Background: an optimization exercise with open tools, aiming at small area, a short achievable clock period and few clock cycles. Do not read the settings as production practice.
Function was checked by simulation only, so behaviour that the tests miss may differ from the original.
Power and IR drop assume default switching activity.

Setup of old:
==> flow/design.v (excerpt) <==
module dcache_controller #(
   parameter int NUM_LINES = 16,
   parameter int LINE_BITS = 256,
   parameter int ADDR_W    = 32
) (
   input  logic                 clk_i,
   input  logic                 rst_i,
   input  logic                 cpu_req_i,
   input  logic                 cpu_we_i,
   input  logic [ADDR_W-1:0]    cpu_addr_i,
   input  logic [31:0]          cpu_data_i,
   output logic [31:0]          cpu_data_o,
   output logic                 cpu_stall_o,
   output logic                 mem_req_o,
   output logic                 mem_we_o,
   output logic [ADDR_W-1:0]    mem_addr_o,
   output logic [LINE_BITS-1:0] mem_data_o,
   input  logic [LINE_BITS-1:0] mem_data_i,
   input  logic                 mem_ack_i
);
clock: 12.0 ns
lec_check: 0
cap_margin: 20
core_margin: 2
core_utilization: 45
place_density: 0.75
setup_slack_margin: 3.6
slew_margin: 20
synth_memory_max_bits: 16384
standard.sh (not shown) runs the stock make flow with config.mk's settings and CLKGATE_MAP_FILE= SYNTH_SCRIPT=/design/flow/synth_recipe.tcl, a recipe that flattens the netlist after the stock synthesis.
==> flow/flow/run.sh <==
#!/bin/bash
# The standard layout (standard.sh, standard synthesis unchanged) with two changes:
#  - port buffers are plain buf_2 cells instead of the default delay buffers;
#  - CTS uses larger sink clusters and no dummy loads (clock tree cells only,
#    the same tree for every register).
set -euo pipefail
export BUFFER_PORTS_ARGS="-buffer_cell sky130_fd_sc_hd__buf_2"
export CTS_ARGS="-sink_clustering_enable -repair_clock_nets -dont_use_dummy_load -sink_clustering_size 25 -sink_clustering_max_diameter 60"
bash standard.sh > standard_make.log 2>&1
Testbench counts of old, summed over its fixed seeds: cycles 53,109.
Input changes introduced in new (baseline for comparison: old):
Settings: clearing PLACE_DENSITY, which used to be 0.75; swapping 3.6 for 3.5 in SETUP_SLACK_MARGIN; swapping 45 for 40 in CORE_UTILIZATION.
==> summary.txt <==
Delta(quantity of gates resized following cts, new - old) > 0. The post-layout total power number comes out lower for old vs new. Number of antenna repair diodes (new vs. old) decreases by more than 10%. From old to new the numbers moved as follows: overall die width went up; total placed instance area went up; detailed-route vias per instance went down; average wire length per cell after detail routing went up. The core of new is less densely filled than that of old.

========
dcache_controller, a different RTL version from the one above (not shown whole).
Size: roughly 11,000 cells after synthesis, roughly 4,500 flip-flops, about 650 I/O pins.
clock: 12.0 ns
lec_check: 0
cap_margin: 20
core_margin: 2
core_utilization: 40
cts_cluster_diameter: 60
cts_cluster_size: 25
setup_slack_margin: 4
slew_margin: 20
synth_memory_max_bits: 16384
run.sh (not shown) runs the stock make flow with config.mk's settings and CLKGATE_MAP_FILE= SYNTH_SCRIPT=/design/flow/synth_recipe.tcl, a recipe that flattens the netlist after the stock synthesis.
Stock flow here: none of the scripts above is used.
The baseline completed with no timing, DRC or antenna violations.
Testbench counts at the start, summed over its fixed seeds: cycles 53,109.
Rerun with:
==> flow/flow/run.sh (new file) <==
#!/bin/bash
# The standard layout (standard.sh, standard synthesis unchanged) with two changes:
#  - port buffers are plain buf_2 cells instead of the default delay buffers;
#  - CTS uses larger sink clusters and no dummy loads (clock tree cells only,
#    the same tree for every register).
set -euo pipefail
export BUFFER_PORTS_ARGS="-buffer_cell sky130_fd_sc_hd__buf_2"
export CTS_ARGS="-sink_clustering_enable -repair_clock_nets -dont_use_dummy_load -sink_clustering_size 25 -sink_clustering_max_diameter 60"
bash standard.sh > standard_make.log 2>&1
==> flow/standard.sh (new file) <==
#!/bin/bash
# synth_recipe.tcl (not shown) runs the flow's synth.tcl, then flattens the netlist and writes it again
# the make line also repeats each setting of config.mk as NAME=value (left out here)
make -C /OpenROAD-flow-scripts/flow DESIGN_CONFIG=/design/flow/config.mk WORK_HOME=/design/flow/orfs CLKGATE_MAP_FILE= SYNTH_SCRIPT=/design/flow/synth_recipe.tcl "${@:-finish}"
CTS_CLUSTER_DIAMETER = unset   (was 60)
CTS_CLUSTER_SIZE = unset   (was 25)
removed: flow/run.sh
Critical path depth went up by 5; fmax went down by 0.66%; wire length went down by 1.2%; final area went down by 3.7%; non-clock buffer count went down by 167; total power went down by 7.1%; global-route usage went down by 0.49 points; die area stays the same; via count went down by 1.7%; hold slack gains 9.3 ps.

port drivers added, routing unchanged:
How much do the figures lean on ideal ports? The routed layouts below were timed once more, with nothing changed but the port constraints. Step 1 sets driving cells, clkbuf_16 on the clock port and buf_2 on the other inputs (assumed; they add their load-dependent delay and slew). Step 2, shift: input delay + t, output delay - t, t = (earliest + latest rising clock arrival at the registers) / 2. This alone moves slack from input paths to output paths. a / b / c = no drivers / after step 1 / after step 2; a / b = the first two.
run	shift t [ns]	setup WS [ns]	worst slew at a driven data input, ns
old	1.067	3.118 / 3.029 / 2.610	0.46
new	1.073	3.167 / 3.085 / 2.829	0.42
the first run of note 2	1.147	3.386 / 3.232 / 3.232	0.44
the second run of note 2	1.110	3.329 / 2.992 / 2.992	0.43
After both steps every run listed still meets setup and hold. For old, which loses most, drivers alone change the setup slack by -0.089 ns; drivers and shift together by -0.508 ns.
